This is an optimization exercise on Yosys and OpenROAD, whose aim is small area and a short achievable clock period, not a production implementation. RTL that was checked went through simulation tests only; none was proved equivalent to the original. No functional check of the RTL was part of runs 3 and 4. No activity file was given, so power comes from the tool's default toggle rates.

==> design.v <==
module mem_responder #(
   parameter int DATA_W      = 16,
   parameter int ADDR_W      = 8,
   parameter int WAIT_CYCLES = 2,
   parameter int PROT_LIMIT  = 16
) (
   input  logic              clk,
   input  logic              reset,
   input  logic [15:0]       mem_addr,
   input  logic [DATA_W-1:0] mem_data_in,
   input  logic              mem_rd,
   input  logic              mem_wr,
   output logic [DATA_W-1:0] mem_data_out,
   output logic              mem_ready,
   output logic              mem_busy,
   output logic              mem_err
);
   localparam int NW   = 256;            
   localparam int TSTP = 3;              
   localparam int ISTP = 5;              
   localparam int NT   = (NW - 1) / TSTP + 1;    
   localparam int NI   = (NW - 1) / ISTP + 1;    
   logic c1_q, c2_q, c3_q, rdy_q, busy_q, erro_q;
   logic accept;
   logic err_q;
   assign accept = ~busy_q & (mem_rd | mem_wr);
   always_ff @(posedge clk or posedge reset) begin
      if (reset) begin
         c1_q   <= 1'b0;
         c2_q   <= 1'b0;
         c3_q   <= 1'b0;
         rdy_q  <= 1'b0;
         busy_q <= 1'b0;
         erro_q <= 1'b0;
      end else begin
         c1_q   <= accept;
         c2_q   <= c1_q;
         c3_q   <= c2_q;
         rdy_q  <= c3_q;
         busy_q <= accept | c1_q | c2_q | c3_q;
         erro_q <= c3_q & err_q;
      end
   end
   assign mem_busy  = busy_q;
   assign mem_ready = rdy_q;
   assign mem_err   = erro_q;
   logic              take;
   logic              oor_in;
   logic [7:0]        t_q;           
   logic [7:0]        tn;
   logic [3:0]        tl_q;          
   logic [7:0]        tm_q, th_q;
   logic [3:0]        lo_q, lo_d;    
   logic [7:0]        mid_q, mid_d;
   logic [7:0]        hi_q, hi_d;
   logic              oor_q, oor_d;
   logic              pw_q, pw_d;    
   logic [DATA_W-1:0] wdata_q;
   assign take   = accept & ~reset;
   assign oor_in = mem_addr[15:8] != 8'd0;
   assign oor_d  = take ? oor_in : oor_q;
   assign pw_d   = take ? (mem_wr & ~mem_rd & ~oor_in) : pw_q;
   assign tn     = t_q + 8'd2;
   logic [3:0] wl;
   logic [7:0] wm, wh;
   logic [3:0] lo_t;
   logic [7:0] mid_t0, mid_t1, hi_t0, hi_t1;
   logic       b0, b1, mlt, mle;
   always_comb begin
      wl = 4'd1 << mem_addr[1:0];
      wm = 8'd1 << mem_addr[4:2];
      wh = 8'd1 << mem_addr[7:5];
      lo_t = '0;
      mid_t0 = '0;
      mid_t1 = '0;
      hi_t0 = '0;
      hi_t1 = '0;
      b0 = 1'b0;
      mlt = 1'b0;
      mle = 1'b0;
      for (int k = 0; k < 4; k++)
         for (int j = 0; j < 4; j++)
            lo_t[k] = lo_t[k] | (wl[j] & tl_q[(j - k + 4) % 4]);
      for (int j = 0; j < 4; j++)
         for (int m = j + 1; m < 4; m++)
            b0 = b0 | (wl[j] & tl_q[m]);
      for (int k = 0; k < 8; k++)
         for (int j = 0; j < 8; j++) begin
            mid_t0[k] = mid_t0[k] | (wm[j] & tm_q[(j - k + 8) % 8]);
            mid_t1[k] = mid_t1[k] | (wm[j] & tm_q[(j - k + 7) % 8]);
            hi_t0[k]  = hi_t0[k]  | (wh[j] & th_q[(j - k + 8) % 8]);
            hi_t1[k]  = hi_t1[k]  | (wh[j] & th_q[(j - k + 7) % 8]);
         end
      for (int j = 0; j < 8; j++)
         for (int m = j; m < 8; m++) begin
            if (m > j) mlt = mlt | (wm[j] & tm_q[m]);
            mle = mle | (wm[j] & tm_q[m]);
         end
      b1 = b0 ? mle : mlt;
   end
   always_comb begin
      if (take) begin
         lo_d  = lo_t;
         mid_d = b0 ? mid_t1 : mid_t0;
         hi_d  = b1 ? hi_t1 : hi_t0;
      end else begin
         lo_d  = {lo_q[0], lo_q[3:1]};
         mid_d = lo_q[0] ? {mid_q[0], mid_q[7:1]} : mid_q;
         hi_d  = (lo_q[0] & mid_q[0]) ? {hi_q[0], hi_q[7:1]} : hi_q;
      end
   end
   always_ff @(posedge clk) begin
      t_q   <= t_q + 8'd1;
      tl_q  <= 4'd1 << tn[1:0];
      tm_q  <= 8'd1 << tn[4:2];
      th_q  <= 8'd1 << tn[7:5];
      lo_q  <= lo_d;
      mid_q <= mid_d;
      hi_q  <= hi_d;
      oor_q <= oor_d;
      pw_q  <= pw_d;
      if (take) begin
         err_q   <= (mem_rd & mem_wr) | oor_in;
         wdata_q <= mem_data_in;
      end
   end
   logic [NI-1:0] ins_q;    
   logic [NT-1:0] tap_q;    
   for (genvar i = 0; i < NI; i++) begin : g_ins
      localparam int S = i * ISTP;
      always_ff @(posedge clk) ins_q[i] <= pw_d & hi_d[S / 32] & mid_d[(S / 4) % 8] & lo_d[S % 4];
   end
   for (genvar i = 0; i < NT; i++) begin : g_tap
      localparam int S = i * TSTP;
      always_ff @(posedge clk) tap_q[i] <= ~oor_d & hi_d[S / 32] & mid_d[(S / 4) % 8] & lo_d[S % 4];
   end
   function automatic int pol(input int s);
      int n;
      n = 0;
      for (int k = s; k < NW; k++) begin
         if (((k + 1) % NW) % ISTP == 0) n = n + 1;
      end
      pol = n % 2;
   endfunction
   logic [DATA_W-1:0] ring [NW];
   for (genvar s = 0; s < NW; s++) begin : g_slot
      localparam int NXT = (s + 1) % NW;
      if (NXT % ISTP == 0) begin : g_mux
         localparam bit P = pol(s) != 0;
         always_ff @(posedge clk) ring[s] <= ~(ins_q[NXT / ISTP] ? (wdata_q ^ {DATA_W{~P}}) : ring[NXT]);
      end else begin : g_shift
         always_ff @(posedge clk) ring[s] <= ring[NXT];
      end
   end
   logic [DATA_W-1:0] rmux;
   logic [DATA_W-1:0] rdata_q;
   always_comb begin
      rmux = '0;
      for (int i = 0; i < NT; i++) begin
         rmux = rmux | ({DATA_W{tap_q[i]}} & (ring[i * TSTP] ^ {DATA_W{pol(i * TSTP) != 0}}));
      end
   end
   always_ff @(posedge clk) begin
      rdata_q <= (c1_q ? '0 : rdata_q) | rmux;
   end
   assign mem_data_out = rdata_q;
endmodule
==> run.sh <==
#!/bin/bash
# synth_recipe.tcl (not shown) runs the flow's synth.tcl, then flattens the netlist and writes it again
# the make line also repeats each setting of config.mk as NAME=value (left out here)
make -C /OpenROAD-flow-scripts/flow DESIGN_CONFIG=/design/flow/config.mk WORK_HOME=/design/flow/orfs CLKGATE_MAP_FILE= SYNTH_SCRIPT=/design/flow/synth_recipe.tcl finish
==> config.mk <==
export PLATFORM = sky130hd
export DESIGN_NAME = mem_responder
export DESIGN_NICKNAME = mem_responder
export VERILOG_FILES = /design/flow/design.v
export SDC_FILE = /design/flow/constraint.sdc
export NUM_CORES = 4
export LEC_CHECK = 0
export CAP_MARGIN = 20
export CORE_MARGIN = 2
export CORE_UTILIZATION = 60
export CTS_BUF_LIST = sky130_fd_sc_hd__clkbuf_8 sky130_fd_sc_hd__clkbuf_16
export CTS_CLUSTER_DIAMETER = 70
export CTS_CLUSTER_SIZE = 30
export SETUP_SLACK_MARGIN = 1.9
export SLEW_MARGIN = 20
==> constraint.sdc <==
create_clock -name core_clock -period 4.0 [get_ports {clk}]
set_input_delay 0.8000 -clock core_clock [delete_from_list [all_inputs] [get_ports {clk}]]
set_output_delay 0.8000 -clock core_clock [all_outputs]
set_load 0.01 [all_outputs]
==> run notes, run 1 <==
- Post-Syn Area per Cell: 14.6 um^2
- Part of the power in combinational logic: 4.2%
- Yosys reg bits: 4323
- Total internal power: 52.3 mW
- Vias after detailed routing: 60415
- Number of enable flip-flop cells after synthesis: 17
- Worst Path Class, Setup: flip-flop to flip-flop
- Net count of the mapped netlist: 7353
- WL final: 382 mm
- Unrepaired setup endpoints after global routing: true
- Relative slew slack: 10.0%
- Worst Max-Slew Pin Slew: 1.35 ns
- Worst Path Required: 4.76 ns
- Average routed wire per standard cell: 38.4 um
- Ordered cell list for the critical path: mux2_4 > a221o_1 > a21oi_2 > o2111a_2 > buf_6 > buf_6 > mux2i_4 > buf_6 > buf_12 > buf_16 > nor4_2
- Switching share of power: 22.0%
- Total routing usage reported by global routing: 41.6%
- Count of antenna-violating nets left after detailed routing: 0
- Final count of negative-setup-slack endpoints: 0
- Power density over cell area: 564 nW/um^2
- DP Wirelength: 241 mm
- Outcome: no timing/DRC/antenna violations
- Vias in the first global route: 55949
- Total number of placement rows: 154
- CTS clock-pin slew for the worst setup and hold paths: 0.11 ns
- Final setup slack of the worst path: 1.59 ns
- Max Cap Viol: 0
- Drt first-iter violations: 9061
- Mapped Cells: 7315
- GRT Residual Overflow: 0
- Port-buffer cells: 54
- Element type at the critical path start: flip-flop
- Crit path max fanout: 5
- Ratio of cells with drive above 1 in the final layout: 12.3%
- Number of remaining DRC errors: 0
- Clock Tree Buf Depth: 3
- Pre-CTS setup slack: 0.0748 ns
- Number of iterations in the first detailed-routing pass: 6
- Routability congestion estimate: 0.946
- Time the final worst path needs with I/O delays and setup: 2.41 ns
- Maximum resistive drop on vdd: 0.000530 V
- Later-pin clock latency in the skew report: 0.89 ns
- Synth Warn #: 2
- Final slew viol count: 0
- Critical path's slowest cell: dfxtp_2
- Max Clock Skew: 0.0564 ns
- Pin count of the biggest net entering global routing: 32
- Number of clock buffers inserted by TritonCTS: 168
- Final net count: 7562
- Most instantiated flip-flop cell in the synthesis netlist: dfxtp_1
- Largest cells by area after synthesis: dfxtp_1 (81%), mux2i_1 (7.9%), nand2_1 (1.2%)
- Setup TNS after final layout: 0 ns
- Biggest area consumer among synthesized cells: dfxtp_1
- Final Hold Vio Count: 0
- Clock net sink count: 4323
- CTS H-tree lvls: 4
- Number of I/O pins: 55
- Die Span X: 426 um
- Most used cells in the layout excluding fill and tap cells: dfxtp_1 (4179), mux2i_1 (841), nand2_1 (342)
- Clock Tree Root: clkbuf_16
- Fmax achieved: 0.415 GHz
- Sequential fraction of the synthesis area: 81.2%
- Leading cell type in the layout, fill and taps excluded: dfxtp_1
- Seq pwr share: 64.5%
- Wire length of the first global-routing pass: 498 mm
- Path category of the worst min-delay check: flip-flop to flip-flop
- Die Y: 426 um
- Tcrit/Tclk final: 60.3%
- Maximum single-stage delay on the critical path: 0.35 ns
- Static leakage: 45.6 nW
- Netlist area before placement: 107000 um^2
- TritonCTS clock tree: done
- Initial antenna violation count: 60
- Via density per instance: 6.08
- Core Footprint: 176000 um^2
- Most common cell type on the critical path: buf_6
- Clock network fraction of total power: 31.3%
- Initial core utilization: 60.5%
- FFs w/ async S/R, synth: 0.139%
- Fraction of post-synthesis cell area in the top cell type by area: 80.6%
- Area growth syn-to-layout: 11.2%
- Switching power: 14.7 mW
- Kind of end point of the critical path: flip-flop
- CTS Hold Buffers Added: 0
- Number of unique standard cell types used by synthesis: 82
- Total Die Area: 181000 um^2
- Worst path arrival time: 3.17 ns
logic make-up after synthesis:
family	Yosys count	share of synthesized area, %
AOI/OAI and AO/OA	782	4.98
and+or+nand+nor	866	3.71
buffers and inverters	459	1.69
muxes	869	8.30
xor gates and xnor gates	14	0.115
adders and majority gates	2	0.0234
DFF	4323	81.2
power groups by stage:
stage               sequential, mW  combinational [mW]  clock [mW]
finish                        43.3                2.79        21.0
floorplan                     44.2                1.26           0
global placement              44.3                1.88           0
detailed placement            44.3                1.87           0
global route                  43.3                2.84        22.5
CTS                           43.2                2.62        20.9
final timing paths:
kind                                     startpoint                  end  cells after the start  slack, ns
worst min register to register  ring[22][7]$_DFF_P_  ring[21][7]$_DFF_P_                      0       0.29
max in group asynchronous                     reset     busy_q$_DFF_PP0_                      3       3.44
worst min-delay path            ring[22][7]$_DFF_P_  ring[21][7]$_DFF_P_                      0       0.29
min in group asynchronous                     reset       c1_q$_DFF_PP0_                      3       0.44
worst max-delay path             tm_q[2]$_SDFF_PP0_    tap_q[10]$_DFF_P_                     11       1.59
worst max register to register   tm_q[2]$_SDFF_PP0_    tap_q[10]$_DFF_P_                     11       1.59
cell usage after synthesis (16+ instances only):
cell	count
nand3_1	19
o2111ai_1	25
nor3_1	98
a221oi_1	134
inv_1	77
a22oi_1	29
nor2_1	206
mux2i_1	844
a22o_1	23
nor4_1	47
dfxtp_1	4300
a21oi_1	20
o22ai_1	175
o21ai_0	264
nand2_1	352
a2bb2oi_1	33
clkbuf_1	309
nand4_1	72
buf_1	25
edfxtp_1	17
buf_2	23
clkinv_1	16
flip-flops by register name, summed over array words and instances, names as in the netlist, 8 cells and up:
| signal | cells |
|---|---|
| tap_q | 86 |
| mid_q | 8 |
| th_q | 8 |
| tm_q | 8 |
| rdata_q | 16 |
| t_q | 8 |
| ring | 4096 |
| hi_q | 8 |
| wdata_q | 16 |
| ins_q | 52 |
area by class of cell:
class	count	area [um^2]
diodes	21	52.6
clock buffers	180	4410
clock inverters	46	368
fillers	12901	57700
inverters	94	728
multi-input cells	2535	19300
flip-flops and latches	4323	87000
well taps	2340	2930
repair buffers	402	3960
per-layer routing:
| metal | vias to the layer above | track usage (%) | wire (um) |
|---|---|---|---|
| li1 | 25043 | - | - |
| met1 | 30610 | 56.6 | 152000 |
| met2 | 3762 | 61.2 | 163000 |
| met3 | 978 | 9.14 | 40300 |
| met4 | 22 | 24.8 | 27200 |
| met5 | - | 0 | 140 |
worst max-delay path, delay by kind of cell, from the launching register on:
family | cells | cell delay (ns)
compound gates | 3 | 0.74
simple gates | 1 | 0.24
mux | 2 | 0.36
flops | 1 | 0.35
buf+inv | 5 | 0.63
what timing repair did:
action	CTS	global route
pin swaps	33	17
gates cloned	10	0
gates resized for setup	406	105
endpoints found under the setup margin	436	187
buffers inserted	106	15
metrics by stage:
stage                     area [um^2]  hold WS (ns)  power [mW]  utilization (%)  instances
after floorplan                107000         0.310        45.5                -       7315
after global placement         111000         0.309        46.1             62.9       9562
after detailed placement       111000         0.312        46.1             62.9       9563
after CTS                      118000         0.294        66.8             66.9       9905
after global routing           119000         0.297        68.6             67.3       9920
final                          119000         0.288        67.0             67.3       9941
==> run 2, diff against run 1 <==
--- a/config.mk
+++ b/config.mk
@@ -7,9 +7,9 @@
 export LEC_CHECK = 0
 export CAP_MARGIN = 20
 export CORE_MARGIN = 2
-export CORE_UTILIZATION = 60
+export CORE_UTILIZATION = 65
 export CTS_BUF_LIST = sky130_fd_sc_hd__clkbuf_8 sky130_fd_sc_hd__clkbuf_16
-export CTS_CLUSTER_DIAMETER = 70
-export CTS_CLUSTER_SIZE = 30
+export CTS_CLUSTER_DIAMETER = 60
+export CTS_CLUSTER_SIZE = 25
 export SETUP_SLACK_MARGIN = 1.9
 export SLEW_MARGIN = 20
==> run notes, run 2 <==
- Vias after detailed routing: 61724 (+2.2%)
- Drt first-iter violations: 9747 (+7.6%)
- Setup TNS after final layout: 0 ns (unchanged)
- Total routing usage reported by global routing: 44.0% (+2.4 points)
- Time the final worst path needs with I/O delays and setup: 2.48 ns (+0.0737 ns)
- Final Hold Vio Count: 0 (unchanged)
- Die Y: 409 um (-3.9%)
- Pin count of the biggest net entering global routing: 29 (-9.4%)
- Clock network fraction of total power: 33.1% (+1.8 points)
- Power density over cell area: 582 nW/um^2 (+3.2%)
- Fraction of post-synthesis cell area in the top cell type by area: 80.6% (unchanged)
- Clock Tree Root: clkbuf_16
- Kind of end point of the critical path: flip-flop
- Tcrit/Tclk final: 62.1% (+1.8 points)
- Average routed wire per standard cell: 38.2 um (-0.55%)
- Initial core utilization: 65.6% (+5.0 points)
- Total internal power: 54.3 mW (+3.9%)
- Die Span X: 409 um (-3.9%)
- Max Clock Skew: 0.0396 ns (-0.0168 ns)
- Initial antenna violation count: 54 (-10%)
- Crit path max fanout: 5 (unchanged)
- Wire length of the first global-routing pass: 490 mm (-1.4%)
- Number of remaining DRC errors: 0 (unchanged)
- Maximum resistive drop on vdd: 0.000536 V (+1.0%)
- Top cell types by occurrence after synthesis: dfxtp_1 (4300), mux2i_1 (844), nand2_1 (352)
- Relative slew slack: 11.7% (+1.7 points)
- Fill cell total of the finished layout: 10648 (-17%)
- Most instantiated flip-flop cell in the synthesis netlist: dfxtp_1
- Synth Warn #: 2 (unchanged)
- Final net count: 7573 (+0.15%)
- Routability congestion estimate: 0.961 (+1.6%)
- TritonCTS clock tree: done
- Biggest area consumer among synthesized cells: dfxtp_1
- Worst Path Required: 4.75 ns (about the same)
- Port-buffer cells: 54 (unchanged)
- Multi-input gate area: 19500 um^2 (+1.2%)
- CTS clock-pin slew for the worst setup and hold paths: 0.09 ns (-0.02 ns)
- Switching power: 15.4 mW (+4.6%)
- Pre-CTS setup slack: 0.0786 ns (+0.00372 ns)
- Part of the power in combinational logic: 4.9% (+0.7 points)
- Unrepaired setup endpoints after global routing: true
- Total Die Area: 168000 um^2 (-7.6%)
- GRT Residual Overflow: 0 (unchanged)
- Final slew viol count: 0 (unchanged)
- Final setup slack of the worst path: 1.52 ns (-0.0737 ns)
- Sequential fraction of the synthesis area: 81.2% (unchanged)
- Static leakage: 46.0 nW (+1.1%)
- Top reg by flops: ring
- FFs w/ async S/R, synth: 0.139% (unchanged)
- Core Footprint: 163000 um^2 (-7.7%)
- DP Wirelength: 232 mm (-3.6%)
- Leading cell type in the layout, fill and taps excluded: dfxtp_1
- Number of unique standard cell types used by synthesis: 82 (unchanged)
- Later-pin clock latency in the skew report: 0.89 ns (about the same)
- Area growth syn-to-layout: 12.1%
- Largest registers in the final layout: ring (4096), tap_q (86), ins_q (52)
- Post-Syn Area per Cell: 14.6 um^2 (unchanged)
- Number of enable flip-flop cells after synthesis: 17 (unchanged)
- Final count of negative-setup-slack endpoints: 0 (unchanged)
- Ratio of cells with drive above 1 in the final layout: 12.8% (+0.50 points)
- Most used cells in the layout excluding fill and tap cells: dfxtp_1 (4181), mux2i_1 (841), nand2_1 (342)
- Outcome: no timing/DRC/antenna violations
- Number of flip-flops in the largest register: 4096 (unchanged)
- Number of clock buffers inserted by TritonCTS: 199 (+18%)
- Clock Tree Buf Depth: 3 (unchanged)
- Clock net sink count: 4323 (unchanged)
- Netlist area before placement: 107000 um^2 (unchanged)
- Total number of placement rows: 148 (-3.9%)
- Element type at the critical path start: flip-flop
- Vias in the first global route: 57164 (+2.2%)
- Count of antenna-violating nets left after detailed routing: 0 (unchanged)
- Worst path arrival time: 3.23 ns (+0.06 ns)
- CTS H-tree lvls: 4 (unchanged)
- Mapped Cells: 7315 (unchanged)
- Path category of the worst min-delay check: input pin to async pin
- Cell with the most instances after synthesis: dfxtp_1
- Yosys reg bits: 4323 (unchanged)
- Net count of the mapped netlist: 7353 (unchanged)
- Fmax achieved: 0.403 GHz (-3.0%)
- Storage cell area: 87000 um^2 (about the same)
- Worst Max-Slew Pin Slew: 1.33 ns (-0.0248 ns)
- Switching share of power: 22.1% (+0.12 points)
- Largest cells by area after synthesis: dfxtp_1 (81%), mux2i_1 (7.9%), nand2_1 (1.2%)
- Worst Path Class, Setup: flip-flop to flip-flop
- WL final: 375 mm (-1.7%)
- Via density per instance: 6.28 (+3.4%)
- Seq pwr share: 62.0% (-2.5 points)
- Number of I/O pins: 55 (unchanged)
- Number of iterations in the first detailed-routing pass: 7 (+1)
- Max Cap Viol: 0 (unchanged)
## run 2: critical path, cell delays in order, from the launching register on
cell	delay, ns
dfxtp_4	0.37
mux2_4	0.27
a221o_1	0.32
a21oi_2	0.17
o2111a_2	0.26
buf_12	0.12
buf_12	0.11
buf_6	0.10
mux2i_4	0.08
buf_12	0.18
buf_8	0.13
nor4b_1	0.27
## run 2: per-stage QoR
stage               power, mW  std cells  area (um^2)  hold WS [ns]  util (%)
floorplan                45.5       7315       107000         0.310         -
global placement         46.1       9390       111000         0.310      67.9
detailed placement       46.1       9390       111000         0.312      67.9
CTS                      69.2       9748       119000         0.321      72.9
global route             71.1       9789       120000        0.0442      73.4
finish                   69.7       9822       120000        0.0439      73.5
## run 2: area by class of cell
class / instances / area share, %
flip-flops and latches: 4323 / 72.7
multi-input cells: 2535 / 16.3
clock buffers: 213 / 4.40
repair buffers: 382 / 3.32
well taps: 2175 / 2.27
clock inverters: 58 / 0.483
inverters: 94 / 0.448
diodes: 42 / 0.0878
## run 2: cells by family (layout without fill, tap and decap cells)
family	count (synthesis)	after routing	synth area share, %
mux	869	870	8.30
buf+inv	459	747	1.69
simple gates	866	866	3.71
fa+ha+maj	2	2	0.0234
flops	4323	4323	81.2
compound gates	782	783	4.98
other cells	0	42	0
xor+xnor	14	14	0.115
## run 2: what timing repair did
action	CTS	global route
gates cloned	16	1
endpoints found under the setup margin	364	181
setup buffers	71	31
resized for setup	404	133
hold buffers	0	0
pin swaps	30	17
## run 2: power groups by stage
| stage | sequential, mW | combinational (mW) | clock (mW) |
|---|---|---|---|
| 2_1_floorplan | 44.2 | 1.26 | 0 |
| 3_3_place_gp | 44.3 | 1.88 | 0 |
| 3_5_place_dp | 44.2 | 1.88 | 0 |
| 4_1_cts | 43.2 | 3.03 | 22.9 |
| 5_1_grt | 43.2 | 3.44 | 24.5 |
| 6_report | 43.2 | 3.40 | 23.1 |
## run 2: worst paths after layout
| kind | start | end | slack (ns) | depth (start not counted) |
|---|---|---|---|---|
| max in group asynchronous | reset | c2_q$_DFF_PP0_ | 3.82 | 3 |
| setup reg to reg | tm_q[2]$_SDFF_PP0_ | ins_q[4]$_DFF_P_ | 1.52 | 11 |
| hold / removal | reset | erro_q$_DFF_PP0_ | 0.04 | 3 |
| setup / recovery | tm_q[2]$_SDFF_PP0_ | ins_q[4]$_DFF_P_ | 1.52 | 11 |
| min in group core_clock | ring[74][7]$_DFF_P_ | ring[73][7]$_DFF_P_ | 0.31 | 0 |
| hold reg to reg | ring[74][7]$_DFF_P_ | ring[73][7]$_DFF_P_ | 0.31 | 0 |
## run 2: routing by layer
layer / vias to the layer above / part of all wire [%] / GRT usage, %
met5: - / 0.030 / 0
met4: 18 / 7.1 / 27.1
met3: 1088 / 13 / 13.7
met2: 4459 / 41 / 61.7
met1: 31046 / 39 / 59.6
li1: 25113 / - / -
==> run 3, diff against run 2 <==
==> design.v (replaced) <==
module mem_responder #(
   parameter int DATA_W      = 16,
   parameter int ADDR_W      = 8,
   parameter int WAIT_CYCLES = 2,
   parameter int PROT_LIMIT  = 16
) (
   input  logic              clk,
   input  logic              reset,
   input  logic [15:0]       mem_addr,
   input  logic [DATA_W-1:0] mem_data_in,
   input  logic              mem_rd,
   input  logic              mem_wr,
   output logic [DATA_W-1:0] mem_data_out,
   output logic              mem_ready,
   output logic              mem_busy,
   output logic              mem_err
);
   localparam int NR = 64;    
   localparam int RW = 6;     
   logic c1_q, c2_q, c3_q, rdy_q, busy_q, erro_q;
   logic accept;
   assign accept = ~busy_q & (mem_rd | mem_wr);
   always_ff @(posedge clk or posedge reset) begin
      if (reset) begin
         c1_q   <= 1'b0;
         c2_q   <= 1'b0;
         c3_q   <= 1'b0;
         rdy_q  <= 1'b0;
         busy_q <= 1'b0;
         erro_q <= 1'b0;
      end else begin
         c1_q   <= accept;
         c2_q   <= c1_q;
         c3_q   <= c2_q;
         rdy_q  <= c3_q;
         busy_q <= accept | c1_q | c2_q | c3_q;
         erro_q <= c3_q & err_q;
      end
   end
   assign mem_busy  = busy_q;
   assign mem_ready = rdy_q;
   assign mem_err   = erro_q;
   logic          take;
   logic          oor_in;
   logic [RW-1:0] ring_q;
   logic [1:0]    j_q;
   logic          oor_q;
   logic          err_q;
   logic [DATA_W-1:0] wdata_q;
   logic          pw_q;       
   logic [1:0]    ph_q;       
   logic          ins_now;
   assign take    = accept & ~reset;
   assign oor_in  = mem_addr[15:8] != 8'd0;
   assign ins_now = pw_q & (ph_q == j_q);
   always_ff @(posedge clk) begin
      ph_q <= ph_q + 2'd1;
      if (take) begin
         ring_q  <= mem_addr[7:2];
         j_q     <= mem_addr[1:0];
         oor_q   <= oor_in;
         err_q   <= (mem_rd & mem_wr) | oor_in;
         wdata_q <= mem_data_in;
         pw_q    <= mem_wr & ~mem_rd & ~oor_in;
      end else if (ins_now) begin
         pw_q    <= 1'b0;
      end
   end
   logic [NR-1:0]     rsel;
   logic [DATA_W-1:0] tap0 [NR];
   logic [DATA_W-1:0] tap2 [NR];
   always_comb begin
      rsel = '0;
      rsel[ring_q] = 1'b1;
   end
   for (genvar r = 0; r < NR; r++) begin : g_ring
      logic [DATA_W-1:0] s0, s1, s2, s3;
      always_ff @(posedge clk) begin
         s0 <= s1;
         s1 <= s2;
         s2 <= s3;
         s3 <= (ins_now & rsel[r]) ? wdata_q : s0;
      end
      assign tap0[r] = s0;
      assign tap2[r] = s2;
   end
   logic [1:0]        slot;
   logic              hit;
   logic [DATA_W-1:0] rmux;
   logic [DATA_W-1:0] rdata_q;
   assign slot = j_q - ph_q;
   assign hit  = ~slot[0];
   always_comb begin
      rmux = '0;
      for (int r = 0; r < NR; r++) begin
         rmux = rmux | ({DATA_W{rsel[r]}} & (slot[1] ? tap2[r] : tap0[r]));
      end
   end
   always_ff @(posedge clk) begin
      if ((c1_q | c2_q | c3_q) & hit) begin
         rdata_q <= oor_q ? '0 : rmux;
      end
   end
   assign mem_data_out = rdata_q;
endmodule
==> config.mk (replaced) <==
export PLATFORM = sky130hd
export DESIGN_NAME = mem_responder
export DESIGN_NICKNAME = mem_responder
export VERILOG_FILES = /design/flow/design.v
export SDC_FILE = /design/flow/constraint.sdc
export NUM_CORES = 4
export LEC_CHECK = 0
export CAP_MARGIN = 20
export CORE_MARGIN = 2
export CORE_UTILIZATION = 40
export SETUP_SLACK_MARGIN = 0.25
export SLEW_MARGIN = 20
export SYNTH_MEMORY_MAX_BITS = 8192
==> run notes, run 3 <==
- CTS H-tree lvls: 5 (+1)
- Final net count: 8650 (+14%)
- Later-pin clock latency in the skew report: 0.92 ns (+0.03 ns)
- Yosys reg bits: 4147 (-4.1%)
- Multi-input gate area: 29000 um^2 (+49%)
- Kind of end point of the critical path: flip-flop
- Clock net sink count: 4147 (-4.1%)
- DP Wirelength: 235 mm (+1.1%)
- GRT Residual Overflow: 0 (unchanged)
- Netlist area before placement: 114000 um^2 (+6.3%)
- Tcrit/Tclk final: 96.9% (+35 points)
- Synth Area in XOR/XNOR: 0.0595% (-0.055 points)
- Time the final worst path needs with I/O delays and setup: 3.87 ns (+1.39 ns)
- Die Y: 537 um (+31%)
- TritonCTS clock tree: done
- Wire length of the first global-routing pass: 494 mm (+0.65%)
- Most instantiated flip-flop cell in the synthesis netlist: dfxtp_1
- Net count of the mapped netlist: 7983 (+8.6%)
- Outcome: no timing/DRC/antenna violations
- Sequential fraction of the synthesis area: 73.5% (-7.7 points)
- Area fraction in and, or, nand and nor cells after synthesis: 3.18% (-0.53 points)
- Most used cells in the layout excluding fill and tap cells: dfxtp_1 (4098), mux2_2 (1023), mux2i_1 (793)
- Total routing usage reported by global routing: 23.9% (-20 points)
- Worst Max-Slew Pin Slew: 1.22 ns (-0.108 ns)
- Maximum single-stage delay on the critical path: 0.51 ns (+0.14 ns)
- Port-buffer cells: 54 (unchanged)
- Gate family responsible for the most delay along the worst path: buffers and inverters
- Drt first-iter violations: 5513 (-43%)
- Vias after detailed routing: 64594 (+4.6%)
- Vias in the first global route: 65981 (+15%)
- Synth Warn #: 3 (+1)
- Mapped Cells: 7942 (+8.6%)
- Fraction of post-synthesis cell area in the top cell type by area: 72.2% (-8.3 points)
- Relative slew slack: 18.9% (+7.2 points)
- Max Cap Viol: 0 (unchanged)
- Initial antenna violation count: 29 (-46%)
- WL final: 350 mm (-6.7%)
- Storage cell area: 83500 um^2 (-4.1%)
- Core Footprint: 282000 um^2 (+73%)
- Count of antenna-violating nets left after detailed routing: 0 (unchanged)
- Final count of negative-setup-slack endpoints: 0 (unchanged)
- Initial core utilization: 40.2% (-25 points)
- Fill cell total of the finished layout: 23990 (+130%)
- FFs w/ async S/R, synth: 0.145% (+0.0059 points)
- Average routed wire per standard cell: 27.6 um (-28%)
- Die Span X: 537 um (+31%)
- Clock Tree Root: clkbuf_16
- Power density over cell area: 618 nW/um^2 (+6.0%)
- Pin count of the biggest net entering global routing: 65 (+120%)
- Ordered cell list for the critical path: buf_4 > nor3_2 > buf_4 > o31ai_4 > buf_4 > o311ai_4 > buf_4 > o22ai_1 > nor4_2 > buf_4 > nand4_1 > o31a_1
- Via density per instance: 5.09 (-19%)
- Number of iterations in the first detailed-routing pass: 5 (-2)
- Fmax achieved: 0.258 GHz (-36%)
- Worst Path Required: 4.66 ns (-0.09 ns)
- Smallest hold slack: 0.221 ns (+0.177 ns)
- Final core utilization: 48.9% (-25 points)
- Leading cell type in the layout, fill and taps excluded: dfxtp_1
- Crit path max fanout: 10 (+5)
- Element type at the critical path start: flip-flop
- Final Hold Vio Count: 0 (unchanged)
- Worst Path Class, Setup: flip-flop to flip-flop
- Total number of placement rows: 195 (+32%)
- Top cell types by occurrence after synthesis: dfxtp_1 (4098), mux2_2 (1023), mux2i_1 (813)
- Post-Syn Area per Cell: 14.3 um^2 (-2.1%)
- Maximum resistive drop on vdd: 0.000383 V (-29%)
- Biggest area consumer among synthesized cells: dfxtp_1
- Most common cell type on the critical path: buf_4
- Critical path's slowest cell: edfxtp_1
- CP bufs+invs: 5 (unchanged)
- Number of remaining DRC errors: 0 (unchanged)
- Routability congestion estimate: 0.944 (-1.9%)
- Clock Tree Buf Depth: 4 (+1)
- Static leakage: 55.8 nW (+21%)
- Number of enable flip-flop cells after synthesis: 43 (+26)
- Number of clock buffers inserted by TritonCTS: 392 (+97%)
- Post-Synth Adder-Cell Area: 0.0551% (+0.032 points)
- CTS Hold Buffers Added: 0 (unchanged)
- Total Die Area: 288000 um^2 (+72%)
- Path category of the worst min-delay check: input pin to async pin
- Proportion of synthesized area in mux cells: 17.3% (+9.0 points)
- Area growth syn-to-layout: 21.6%
- Cell with the most instances after synthesis: dfxtp_1
- Largest family of logic cells by synthesized area: multiplexers
- Ratio of cells with drive above 1 in the final layout: 28.2% (+15 points)
- CTS clock-pin slew for the worst setup and hold paths: 0.07 ns (-0.02 ns)
- Worst path arrival time: 4.53 ns (+1.30 ns)
- Unrepaired setup endpoints after global routing: true
- Number of unique standard cell types used by synthesis: 86 (+4.9%)
- Final slew viol count: 0 (unchanged)
- Compound-cell area share of the yosys netlist: 4.09% (-0.88 points)
- Max Clock Skew: 0.0602 ns (+0.0206 ns)
- Number of I/O pins: 55 (unchanged)
- Largest cells by area after synthesis: dfxtp_1 (72%), mux2_2 (10%), mux2i_1 (7.2%)
run 3: cell count changes in the layout (fill, tap and decap cells not counted), moves of 176 or more:
cell / before / now
buf_4: 215 / 510
a21oi_1: 19 / 216
o21ai_0: 262 / 17
nor2_1: 192 / 16
o22ai_1: 175 / 390
mux2_2: 5 / 1023
clkbuf_16: 209 / 402
run 3: worst paths after layout:
| kind | startpoint | endpoint | slack, ns | cells after the start |
|---|---|---|---|---|
| max | ring_q[3]$_DFFE_PP_ | rdata_q[6]$_SDFFCE_PP0P_ | 0.13 | 12 |
| min | reset | busy_q$_DFF_PP0_ | 0.22 | 2 |
| max reg2reg | ring_q[3]$_DFFE_PP_ | rdata_q[6]$_SDFFCE_PP0P_ | 0.13 | 12 |
| min reg2reg | g_ring[35].s3[3]$_DFF_P_ | g_ring[35].s2[3]$_DFF_P_ | 0.28 | 0 |
| max in group asynchronous | reset | rdy_q$_DFF_PP0_ | 3.60 | 2 |
| min in group core_clock | g_ring[35].s3[3]$_DFF_P_ | g_ring[35].s2[3]$_DFF_P_ | 0.28 | 0 |
run 3: worst register-to-register path: stages, from the launching register on:
cell	delay (ns)
edfxtp_1	0.51
buf_4	0.24
nor3_2	0.19
buf_4	0.19
o31ai_4	0.15
buf_4	0.23
o311ai_4	0.12
buf_4	0.37
o22ai_1	0.17
nor4_2	0.34
buf_4	0.21
nand4_1	0.47
o31a_1	0.45
run 3: final cells by class:
class                           instances  area share (%)
Sequential cell                      4147            60.4
Timing Repair Buffer                  714            5.26
Multi-Input combinational cell       3344            21.0
Antenna cell                           12          0.0217
Clock inverter                        147            1.51
Inverter                               10          0.0272
Tap cell                             3743            3.39
Clock buffer                          567            8.38
run 3: cell families (layout without fill, tap and decap cells):
kind of cell / count (synthesis) / count (layout)
AND/OR/NAND/NOR: 758 / 758
XOR/XNOR: 6 / 6
AO/OA/AOI/OAI: 738 / 738
adder cells (fa/ha/maj): 5 / 5
other: 0 / 12
multiplexers: 1837 / 1837
flip-flops: 4147 / 4147
buffers and inverters: 451 / 1438
run 3: timing repair:
action                                  CTS  global route
resized for setup                        91            55
gates cloned                              1             1
endpoints found under the setup margin   27            16
setup buffers                            21             7
pin swaps                                16            24
run 3: stage by stage:
| step | instance area, um^2 | power (mW) | setup TNS [ns] | worst slack, ns | instances |
|---|---|---|---|---|---|
| CTS | 138000 | 85.6 | 0 | 0.228 | 12664 |
| finish | 138000 | 85.3 | 0 | 0.125 | 12684 |
| detailed placement | 123000 | 47.3 | -2.10 | -0.345 | 11928 |
| global route | 138000 | 87.6 | 0 | 0.209 | 12674 |
| global placement | 123000 | 47.3 | -5.77 | -1.19 | 11920 |
| floorplan | 114000 | 45.3 | 0 | 0.662 | 7942 |
run 3: where the power goes:
group | internal [mW] | switching, mW
Clock | 22.9 | 15.9
Combinational | 1.31 | 2.37
Sequential | 42.4 | 0.523
run 3: layer usage:
layer | routed length [um] | up-vias | share of wire [%] | global-route usage [%]
met3 | 21900 | 616 | 6.3 | 4.00
li1 | - | 28904 | - | -
met4 | 15800 | 6 | 4.5 | 9.83
met2 | 157000 | 2227 | 45 | 37.7
met1 | 156000 | 32841 | 44 | 32.4
met5 | 34 | - | 0.0097 | 0
==> run 4, diff against run 3 <==
--- a/config.mk
+++ b/config.mk
@@ -7,7 +7,7 @@
 export LEC_CHECK = 0
 export CAP_MARGIN = 20
 export CORE_MARGIN = 2
-export CORE_UTILIZATION = 40
-export SETUP_SLACK_MARGIN = 0.25
+export CORE_UTILIZATION = 65
+export SETUP_SLACK_MARGIN = 2.0
 export SLEW_MARGIN = 20
 export SYNTH_MEMORY_MAX_BITS = 8192
==> run notes, run 4 <==
- Outcome: no timing/DRC/antenna violations
- Leading cell type in the layout, fill and taps excluded: dfxtp_1
- Finished Cell Area: 140000 um^2 (+1.6%)
- Number of unique standard cell types used by synthesis: 86 (unchanged)
- Final count of negative-setup-slack endpoints: 0 (unchanged)
- Unrepaired setup endpoints after global routing: true
- Max Clock Skew: 0.0436 ns (-0.0166 ns)
- Total Die Area: 178000 um^2 (-38%)
- TritonCTS clock tree: done
- Netlist area before placement: 114000 um^2 (unchanged)
- Critical Path Source: ring_q[0]$_DFFE_PP_
- Final net count: 8811 (+1.9%)
- Tcrit/Tclk final: 97.5% (+0.64 points)
- Worst Max-Slew Pin Slew: 1.02 ns (-0.201 ns)
- Yosys reg bits: 4147 (unchanged)
- Instance area after placement: 121000 um^2 (-2.0%)
- Worst r2r src: ring_q[0]$_DFFE_PP_
- Net count of the mapped netlist: 7983 (unchanged)
- CTS clock-pin slew for the worst setup and hold paths: 0.06 ns (about the same)
- Worst Path Required: 4.69 ns (+0.03 ns)
- Crit path max fanout: 6 (-4)
- Cell with the most instances after synthesis: dfxtp_1
- Number of cell instances on the worst register-to-register path: 12 (unchanged)
- Drt first-iter violations: 6258 (+14%)
- Cell total after placement: 10372 (-13%)
- Worst R2R Setup Slack: 0.1 ns (-0.03 ns)
- Worst Path Class, Setup: flip-flop to flip-flop
- Top cell types by occurrence after synthesis: dfxtp_1 (4098), mux2_2 (1023), mux2i_1 (813)
- Core Footprint: 174000 um^2 (-38%)
- Pre-CTS setup slack: -0.531 ns (-0.187 ns)
- Kind of end point of the critical path: flip-flop
- Die Span X: 422 um (-21%)
- Number of enable flip-flop cells after synthesis: 43 (unchanged)
- Ordered cell list for the critical path: inv_4 > ha_4 > or3b_4 > and3_4 > buf_4 > buf_4 > o22ai_4 > buf_12 > o22ai_1 > nor4_2 > nand4_1 > o41a_1
- Average routed wire per standard cell: 30.4 um (+10%)
- Reg-to-Reg End: rdata_q[4]$_SDFFCE_PP0P_
- Maximum single-stage delay on the critical path: 0.46 ns (-0.05 ns)
- Ratio of cells with drive above 1 in the final layout: 30.6% (+2.3 points)
- Total number of cells along the worst setup path: 12 (unchanged)
- Total number of placement rows: 153 (-22%)
- Number of iterations in the first detailed-routing pass: 6 (+1)
- Vias in the first global route: 65345 (-0.96%)
- Sequential fraction of the synthesis area: 73.5% (unchanged)
- Power density over cell area: 594 nW/um^2 (-3.8%)
- Number of remaining DRC errors: 0 (unchanged)
- Max Cap Viol: 0 (unchanged)
- Clock Tree Root: clkbuf_16
- Final setup slack of the worst path: 0.0998 ns (-0.0255 ns)
- Number of clock buffers inserted by TritonCTS: 384 (-2.0%)
- Wire length of the first global-routing pass: 469 mm (-5.0%)
- Area growth syn-to-layout: 23.5%
- Total routing usage reported by global routing: 36.5% (+13 points)
- Time the final worst path needs with I/O delays and setup: 3.90 ns (+0.0255 ns)
- Pin count of the biggest net entering global routing: 65 (unchanged)
- CTS H-tree lvls: 5 (unchanged)
- Fill cell total of the finished layout: 9835 (-59%)
- Multi-input gate area: 30800 um^2 (+6.3%)
- Post-Syn Area per Cell: 14.3 um^2 (unchanged)
- Later-pin clock latency in the skew report: 0.97 ns (+0.05 ns)
- Final slew viol count: 0 (unchanged)
- Synth Warn #: 3 (unchanged)
- Final Hold Vio Count: 0 (unchanged)
- CP bufs+invs: 4 (-1)
- Final core utilization: 80.7% (+32 points)
- DP Wirelength: 212 mm (-9.9%)
- Smallest hold slack: 0.183 ns (-0.0383 ns)
- Maximum resistive drop on vdd: 0.000462 V (+21%)
- FFs w/ async S/R, synth: 0.145% (unchanged)
- Most instantiated flip-flop cell in the synthesis netlist: dfxtp_1
- Storage cell area: 83500 um^2 (unchanged)
- Count of antenna-violating nets left after detailed routing: 0 (unchanged)
- Clock net sink count: 4147 (unchanged)
- Clock Tree Buf Depth: 4 (unchanged)
- Die Y: 422 um (-21%)
- Mapped Cells: 7942 (unchanged)
- Via density per instance: 5.85 (+15%)
- Static leakage: 57.2 nW (+2.5%)
- Fmax achieved: 0.256 GHz (-0.65%)
- Number of I/O pins: 55 (unchanged)
- Critical path's slowest cell: edfxtp_1
- Vias after detailed routing: 66638 (+3.2%)
- Path category of the worst min-delay check: input pin to async pin
- Most common cell type on the critical path: buf_4
- Initial antenna violation count: 25 (-14%)
- Most used cells in the layout excluding fill and tap cells: dfxtp_1 (4098), mux2_2 (901), mux2i_1 (806)
- Element type at the critical path start: flip-flop
- Fraction of post-synthesis cell area in the top cell type by area: 72.2% (unchanged)
- Biggest area consumer among synthesized cells: dfxtp_1
- Worst path arrival time: 4.59 ns (+0.06 ns)
- GRT Residual Overflow: 0 (unchanged)
- Gate family responsible for the most delay along the worst path: simple AND/OR/NAND/NOR gates
- CTS Hold Buffers Added: 0 (unchanged)
- Port-buffer cells: 54 (unchanged)
- Routability congestion estimate: 0.951 (+0.84%)
- WL final: 346 mm (-1.3%)
- Relative slew slack: 32.3% (+13 points)
- Number of standard cells in the layout, taps in and fillers out: 11386 (-10%)
- Largest cells by area after synthesis: dfxtp_1 (72%), mux2_2 (10%), mux2i_1 (7.2%)
- Initial core utilization: 65.3% (+25 points)
## run 4: changes by cell type in the layout (fill, tap and decap cells not counted), sizes merged, moves of 8 or more
| cell | change |
|---|---|
| bufinv | -14 |
| buf | +147 |
| inv | -8 |
| clkbuf | +29 |
| clkdlybuf4s50 | -19 |
| clkinv | -12 |
## run 4: cell type report
cell class	instances	share of cell area (%)
Sequential cell	4147	59.5
Multi-Input combinational cell	3349	22.0
Clock buffer	559	8.07
Timing Repair Buffer	878	7.44
Tap cell	2325	2.07
Clock inverter	110	0.907
Inverter	10	0.0303
Antenna cell	8	0.0143
## run 4: worst max-delay path by stage
stage	end	slack, ns
global route	rdata_q[13]$_SDFFCE_PP0P_	0.14
global placement	rdata_q[9]$_SDFFCE_PP0P_	-1.06
finish	rdata_q[4]$_SDFFCE_PP0P_	0.1
CTS	rdata_q[9]$_SDFFCE_PP0P_	0.29
floorplan	rdata_q[3]$_SDFFCE_PP0P_	0.87
detailed placement	rdata_q[13]$_SDFFCE_PP0P_	-0.53
## run 4: where the power goes
part	leakage (nW)	internal [mW]	total (mW)	switching, mW
registers	33.5	42.3	42.9	0.539
logic	17.5	1.54	4.02	2.47
clock network	6.21	21.3	36.5	15.2
## run 4: per-layer routing
layer	vias to the layer above	share of wire (%)	global-route usage, %
li1	29245	-	-
met1	33583	41	49.3
met2	2930	45	56.8
met3	874	8.6	6.79
met4	6	6.1	18.2
met5	-	0.010	0
## run 4: logic make-up after synthesis
logic type,share of synthesized area [%]
compound gates,4.09
xor+xnor,0.0595
fa+ha+maj,0.0551
buf+inv,1.80
flops,73.5
mux,17.3
simple gates,3.18
## run 4: worst register-to-register path, stage by stage, from the launching register on
cell and delay, ns:
edfxtp_1 0.46, inv_4 0.11, ha_4 0.18, or3b_4 0.40
and3_4 0.24, buf_4 0.18, buf_4 0.18, o22ai_4 0.31
buf_12 0.20, o22ai_1 0.20, nor4_2 0.39, nand4_1 0.32
o41a_1 0.45
## run 4: through the flow
stage	power (mW)	setup TNS [ns]
CTS	83.1	0
global route	85.3	0
floorplan	45.4	0
global placement	47.1	-5.68
finish	83.4	0
detailed placement	47.2	-2.93
## run 4: what timing repair did
action,CTS,global route
pin swaps,67,100
gates cloned,5,28
buffers inserted,93,211
resized for setup,209,540
setup endpoints to repair,1060,1060

[port drivers added, routing unchanged]
In the flow no input, the clock included, has a driving cell. The finished layouts below were timed again as built, in two steps. Step 1 assumes that a clkbuf_16 drives the clock port and a buf_2 every other input. Step 2 times the ports against the registers' clock, not the clock port: input delays grow and output delays shrink by t, the midpoint of the rising clock arrivals with the driver on. Slacks: ideal ports / drivers / drivers and shift; pairs: ideal ports / drivers.
run | t (ns) | slack for setup (ns) | worst hold slack (ns) | latest minus earliest clock arrival (ns) | pins driven straight from the clock port
run 1 | 0.946 | 1.590 / 1.590 / 0.738 | 0.288 / 0.288 / 0.288 | 0.057 / 0.057 | 1
run 2 | 0.964 | 1.516 / 1.516 / 0.754 | 0.044 / -0.032 / 0.315 | 0.047 / 0.046 | 1
run 3 | 0.994 | 0.125 / 0.125 / 0.125 | 0.221 / 0.141 / 0.283 | 0.073 / 0.074 | 1
run 4 | 1.046 | 0.100 / 0.100 / 0.100 | 0.183 / 0.107 / 0.288 | 0.045 / 0.045 | 1
After both steps every run listed still meets setup and hold. The setup slack of run 1, which loses most, moves by 0.000 ns with the drivers and by -0.852 ns with both steps.
